This is an optimization exercise on Yosys and OpenROAD, whose aim is small area and a short achievable clock period, not a production implementation. In this exercise RTL edits were held to simulation tests only and were not proved equivalent to the original.

Design mult_sched, start of the top module:
module mult_sched
#(
    parameter int NREQ = 4,
    parameter int LAT  = 1
) (
    input  logic                      pclk,
    input  logic                      reset,
    input  logic [NREQ-1:0]           req_valid,
    output logic [NREQ-1:0]           req_ready,
    input  logic [NREQ*A_W-1:0]       req_a,
    input  logic [NREQ*B_W-1:0]       req_b,
    input  logic [NREQ-1:0]           req_mask,
    output logic                      rsp_valid,
    output logic [$clog2(NREQ)-1:0]   rsp_id,
    output logic [P_W-1:0]            rsp_data,
    output logic                      busy
);
==> flow/config.mk <==
export PLATFORM = sky130hd
export DESIGN_NAME = mult_sched
export DESIGN_NICKNAME = mult_sched
export VERILOG_FILES = /design/flow/design.v
export SDC_FILE = /design/flow/constraint.sdc
export NUM_CORES = 4
export LEC_CHECK = 0
export ABC_AREA = 1
export CAP_MARGIN = 20
export CORE_MARGIN = 2
export CORE_UTILIZATION = 50
export SLEW_MARGIN = 20
export SYNTH_HIERARCHICAL = 1
export SYNTH_MINIMUM_KEEP_SIZE = 0
==> flow/constraint.sdc <==
create_clock -name core_clock -period 15.0 [get_ports {pclk}]
set_input_delay 3.0000 -clock core_clock [delete_from_list [all_inputs] [get_ports {pclk}]]
set_output_delay 3.0000 -clock core_clock [all_outputs]
set_load 0.01 [all_outputs]
standard.sh (not shown) runs the stock make flow with config.mk's settings and CLKGATE_MAP_FILE= SYNTH_SCRIPT=/design/flow/synth_recipe.tcl, a recipe that flattens the netlist after the stock synthesis.
==> flow/flow/run.sh <==
#!/bin/bash
# Layout: the standard flow (standard.sh) with these changes to how it is made:
#  - synthesis maps logic with an area-oriented ABC script (flow/abc_area.script, picked
#    through ABC_AREA=1 from a copy of the ORFS scripts folder);
#  - the port buffers that placement inserts on every input and output are buf_1 cells;
#  - timing repair aims for a larger setup margin up to clock tree synthesis, and a
#    smaller one after global routing.
# Each tool's output goes to its own log under orfs/logs/; make's output to run_make*.log.
set -euo pipefail
rm -rf scripts_own
cp -r "$FLOW_HOME/scripts" scripts_own
cp flow/abc_area.script scripts_own/abc_area.script
BUF="BUFFER_PORTS_ARGS=-buffer_cell sky130_fd_sc_hd__buf_1"
bash standard.sh SCRIPTS_DIR="$PWD/scripts_own" SETUP_SLACK_MARGIN=6.3 "$BUF" cts > run_make_cts.log 2>&1
bash standard.sh SCRIPTS_DIR="$PWD/scripts_own" SETUP_SLACK_MARGIN=5.9 "$BUF" > run_make.log 2>&1
==> flow/flow/abc_area.script <==
strash
dch
amap
topo
stime -c
buffer -c
upsize -c
dnsize -c
Change:
- CORE_UTILIZATION: 50 -> 40
Clock-buffer cell count is lower by 3.
First-iteration DRC count is higher by 1.2%.
Area after synthesis does not change.
Routed wire length is higher by 1.0%.
Cell area is higher by 1.5%.

---

mult_sched, a different RTL version from the one above (not shown whole).
Size: about 4,800 cells after synthesis, roughly 120 flip-flops, roughly 320 I/O pins, roughly 31,000 um^2 of cells after synthesis.
clock: 15.0 ns
lec_check: 0
abc_area: 1
cap_margin: 20
core_margin: 2
core_utilization: 40
slew_margin: 20
run.sh (not shown) runs the stock make flow with config.mk's settings and CLKGATE_MAP_FILE= SYNTH_SCRIPT=/design/flow/synth_recipe.tcl, a recipe that flattens the netlist after the stock synthesis.
Stock flow here: none of the scripts above is used.
Edit:
==> flow/flow/run.sh (new file) <==
#!/bin/bash
# Layout: the standard flow (standard.sh), with two changes to how it is made:
# synthesis maps logic with an area-oriented ABC script (flow/abc_area.script, used
# through ABC_AREA=1), and timing repair aims for a larger setup margin.
# Each tool's output goes to its own log under orfs/logs/; make's output to run_make.log.
set -euo pipefail
rm -rf scripts_own
cp -r "$FLOW_HOME/scripts" scripts_own
cp flow/abc_area.script scripts_own/abc_area.script
bash standard.sh SCRIPTS_DIR="$PWD/scripts_own" SETUP_SLACK_MARGIN=6 > run_make.log 2>&1
==> flow/flow/abc_area.script (new file) <==
strash
dch
amap
topo
stime -c
buffer -c
upsize -c
dnsize -c
==> flow/standard.sh (new file) <==
#!/bin/bash
# synth_recipe.tcl (not shown) runs the flow's synth.tcl, then flattens the netlist and writes it again
# the make line also repeats each setting of config.mk as NAME=value (left out here)
make -C /OpenROAD-flow-scripts/flow DESIGN_CONFIG=/design/flow/config.mk WORK_HOME=/design/flow/orfs CLKGATE_MAP_FILE= SYNTH_SCRIPT=/design/flow/synth_recipe.tcl "${@:-finish}"
removed: flow/run.sh
Final area drops by 7.6%.
Clock-buffer cell count is higher by 3.
Worst setup slack is better by 1.4 ns.
Global-route usage shrinks by 2.6 points.
Worst hold slack is about the same.
Critical path depth decreases by 2.
Die area fell by 15%.
Register-to-register slack gains 1.2 ns.
Core utilization goes up by 4.0 points.

---

job 103:
Another version of the RTL of mult_sched (not shown whole).
Size in the first run: roughly 3000 cells after synthesis, ~110 flip-flops, about 320 I/O pins, about 24000 um2 of cells after synthesis.
## mult_sched
module mult_sched
#(
    parameter int NREQ = 4,
    parameter int LAT  = 1
) (
    input  logic                      pclk,
    input  logic                      reset,
    input  logic [NREQ-1:0]           req_valid,
    output logic [NREQ-1:0]           req_ready,
    input  logic [NREQ*A_W-1:0]       req_a,
    input  logic [NREQ*B_W-1:0]       req_b,
    input  logic [NREQ-1:0]           req_mask,
    output logic                      rsp_valid,
    output logic [$clog2(NREQ)-1:0]   rsp_id,
    output logic [P_W-1:0]            rsp_data,
    output logic                      busy
);
==> flow/config.mk <==
export PLATFORM = sky130hd
export DESIGN_NAME = mult_sched
export DESIGN_NICKNAME = mult_sched
export VERILOG_FILES = /design/flow/design.v
export SDC_FILE = /design/flow/constraint.sdc
export NUM_CORES = 4
export LEC_CHECK = 0
export ABC_AREA = 1
export CAP_MARGIN = 20
export CORE_MARGIN = 2
export CORE_UTILIZATION = 40
export SLEW_MARGIN = 20
export SYNTH_HIERARCHICAL = 1
export SYNTH_MINIMUM_KEEP_SIZE = 0
==> flow/constraint.sdc <==
create_clock -name core_clock -period 15.0 [get_ports {pclk}]
set_input_delay 3.0000 -clock core_clock [delete_from_list [all_inputs] [get_ports {pclk}]]
set_output_delay 3.0000 -clock core_clock [all_outputs]
set_load 0.01 [all_outputs]
standard.sh (not shown) runs the stock make flow with config.mk's settings and CLKGATE_MAP_FILE= SYNTH_SCRIPT=/design/flow/synth_recipe.tcl, a recipe that flattens the netlist after the stock synthesis.
==> flow/flow/run.sh <==
#!/bin/bash
# Layout: the standard flow (standard.sh) with these changes to how it is made:
#  - synthesis maps logic with an area-oriented ABC script (flow/abc_area.script, picked
#    through ABC_AREA=1 from a copy of the ORFS scripts folder);
#  - the port buffers that placement inserts on every input and output are buf_1 cells;
#  - timing repair aims for a larger setup margin up to clock tree synthesis, and a
#    smaller one after global routing.
# Each tool's output goes to its own log under orfs/logs/; make's output to run_make*.log.
set -euo pipefail
rm -rf scripts_own
cp -r "$FLOW_HOME/scripts" scripts_own
cp flow/abc_area.script scripts_own/abc_area.script
BUF="BUFFER_PORTS_ARGS=-buffer_cell sky130_fd_sc_hd__buf_1"
bash standard.sh SCRIPTS_DIR="$PWD/scripts_own" SETUP_SLACK_MARGIN=6.5 "$BUF" cts > run_make_cts.log 2>&1
bash standard.sh SCRIPTS_DIR="$PWD/scripts_own" SETUP_SLACK_MARGIN=6.0 "$BUF" > run_make.log 2>&1
==> flow/flow/abc_area.script <==
strash
dch
amap
topo
stime -c
buffer -c
upsize -c
dnsize -c
#### Input delta (job 105 over job 103)
diff --git a/flow/flow/run.sh b/flow/flow/run.sh
--- a/flow/flow/run.sh
+++ b/flow/flow/run.sh
@@ -14,2 +14,2 @@
-bash standard.sh SCRIPTS_DIR="$PWD/scripts_own" SETUP_SLACK_MARGIN=6.5 "$BUF" cts > run_make_cts.log 2>&1
-bash standard.sh SCRIPTS_DIR="$PWD/scripts_own" SETUP_SLACK_MARGIN=6.0 "$BUF" > run_make.log 2>&1
+bash standard.sh SCRIPTS_DIR="$PWD/scripts_own" SETUP_SLACK_MARGIN=6.3 "$BUF" cts > run_make_cts.log 2>&1
+bash standard.sh SCRIPTS_DIR="$PWD/scripts_own" SETUP_SLACK_MARGIN=5.9 "$BUF" > run_make.log 2>&1
==> comparison <==
Filler cell count ended up 4.6% higher on job 105 than on job 103.
Synthesis-stage register bit count: job 105 vs job 103 identical
Diff job 103..job 105 | source-to-sink clock delay at the later pin of the worst-skew pair | negligible
Compared with job 103, job 105 shows peak fanout along the critical path lower by 2.
Comparing job 103 and job 105, number of cells on the worst reg-to-reg path is lower on job 105.
Number of global-route vias before repair in job 105 is about 2.8% lower than in job 103

---

Another version of the RTL of mult_sched (not shown whole).
Size in the first run: ~3100 cells after synthesis, ~140 flip-flops, about 25000 µm² of cells after synthesis.
export LEC_CHECK = 0
export ABC_AREA = 1
export CAP_MARGIN = 20
export CORE_MARGIN = 2
export CORE_UTILIZATION = 50
export SLEW_MARGIN = 20
export SYNTH_HIERARCHICAL = 1
export SYNTH_MINIMUM_KEEP_SIZE = 0
create_clock -name core_clock -period 15.0 [get_ports {pclk}]
==> flow/flow/run.sh <==
#!/bin/bash
# Layout: the standard flow (standard.sh) with these changes to how it is made:
#  - synthesis maps logic with an area-oriented ABC script (flow/abc_area.script, picked
#    through ABC_AREA=1 from a copy of the ORFS scripts folder);
#  - the port buffers that placement inserts on every input and output are buf_1 cells;
#  - timing repair aims for a larger setup margin up to clock tree synthesis, and a
#    smaller one after global routing.
# Each tool's output goes to its own log under orfs/logs/; make's output to run_make*.log.
set -euo pipefail
rm -rf scripts_own
cp -r "$FLOW_HOME/scripts" scripts_own
cp flow/abc_area.script scripts_own/abc_area.script
BUF="BUFFER_PORTS_ARGS=-buffer_cell sky130_fd_sc_hd__buf_1"
bash standard.sh SCRIPTS_DIR="$PWD/scripts_own" SETUP_SLACK_MARGIN=7.15 "$BUF" cts > run_make_cts.log 2>&1
bash standard.sh SCRIPTS_DIR="$PWD/scripts_own" SETUP_SLACK_MARGIN=6.75 "$BUF" > run_make.log 2>&1
Scripts as last shown in full above: flow/flow/abc_area.script
Change:
--- a/flow/flow/run.sh
+++ b/flow/flow/run.sh
@@ -13,3 +13,3 @@
 BUF="BUFFER_PORTS_ARGS=-buffer_cell sky130_fd_sc_hd__buf_1"
-bash standard.sh SCRIPTS_DIR="$PWD/scripts_own" SETUP_SLACK_MARGIN=7.15 "$BUF" cts > run_make_cts.log 2>&1
-bash standard.sh SCRIPTS_DIR="$PWD/scripts_own" SETUP_SLACK_MARGIN=6.75 "$BUF" > run_make.log 2>&1
+bash standard.sh SCRIPTS_DIR="$PWD/scripts_own" SETUP_SLACK_MARGIN=7.0 "$BUF" cts > run_make_cts.log 2>&1
+bash standard.sh SCRIPTS_DIR="$PWD/scripts_own" SETUP_SLACK_MARGIN=6.6 "$BUF" > run_make.log 2>&1
CORE_UTILIZATION = 60   (was 50)
The new run ran to the end with no violations.
Synthesized area does not change.
Worst setup slack gets worse by 0.12 ns.
Critical path depth decreases by 1.
Non-clock buffer count came out lower by 28.
Clock skew is about the same.
Change:
CORE_UTILIZATION = 50   (was 60)
First-iteration DRC count came out lower by about 7%.
Synthesized cell count is unchanged.
Hold slack gains 0.0091 ns.
Via count came out lower by 1.8%.
Global-route usage drops by 5.5 points.
Non-clock buffer count rose by 8.
Synthesized area stays the same.
Design area is higher by 1.4%.

## what the ideal ports hide
Ports are ideal in the flow. The routed layouts listed here were re-timed in OpenROAD. Step 1, drivers: a clkbuf_16 drives pclk and a buf_2 each remaining input, both assumed. Step 2 adds t to the input delays and takes it off the output delays; t is the mean of the earliest and latest rising clock arrival at the registers after step 1. Input paths then give back, and output paths get back, about the clock's delay inside the block. Slacks: ideal ports / drivers / drivers and shift; pairs: ideal ports / drivers.
run	t (ns)	setup slack, ns	worst register clock-pin slew, ns	cell pins on the clock port's net
the first run of note 1	0.470	6.201 / 6.245 / 5.775	0.10 / 0.10	1
the second run of note 1	0.464	6.178 / 6.202 / 5.739	0.09 / 0.09	1
the first run of note 2	0.511	4.805 / 4.844 / 4.333	0.08 / 0.08	1
the second run of note 2	0.509	6.161 / 6.194 / 5.685	0.07 / 0.07	1
job 103	0.469	6.380 / 6.422 / 5.953	0.09 / 0.09	1
job 105	0.467	6.052 / 6.091 / 5.624	0.10 / 0.10	1
the first run of note 4	0.585	6.943 / 6.987 / 6.401	0.08 / 0.08	1
the second run of note 4	0.564	6.823 / 6.861 / 6.297	0.07 / 0.07	1
the third run of note 4	0.579	6.896 / 6.932 / 6.353	0.08 / 0.08	1
After both steps setup and hold are still met in every run listed. The setup slack of the third run of note 4, which loses most, moves by +0.036 ns with the drivers and by -0.543 ns with both steps.
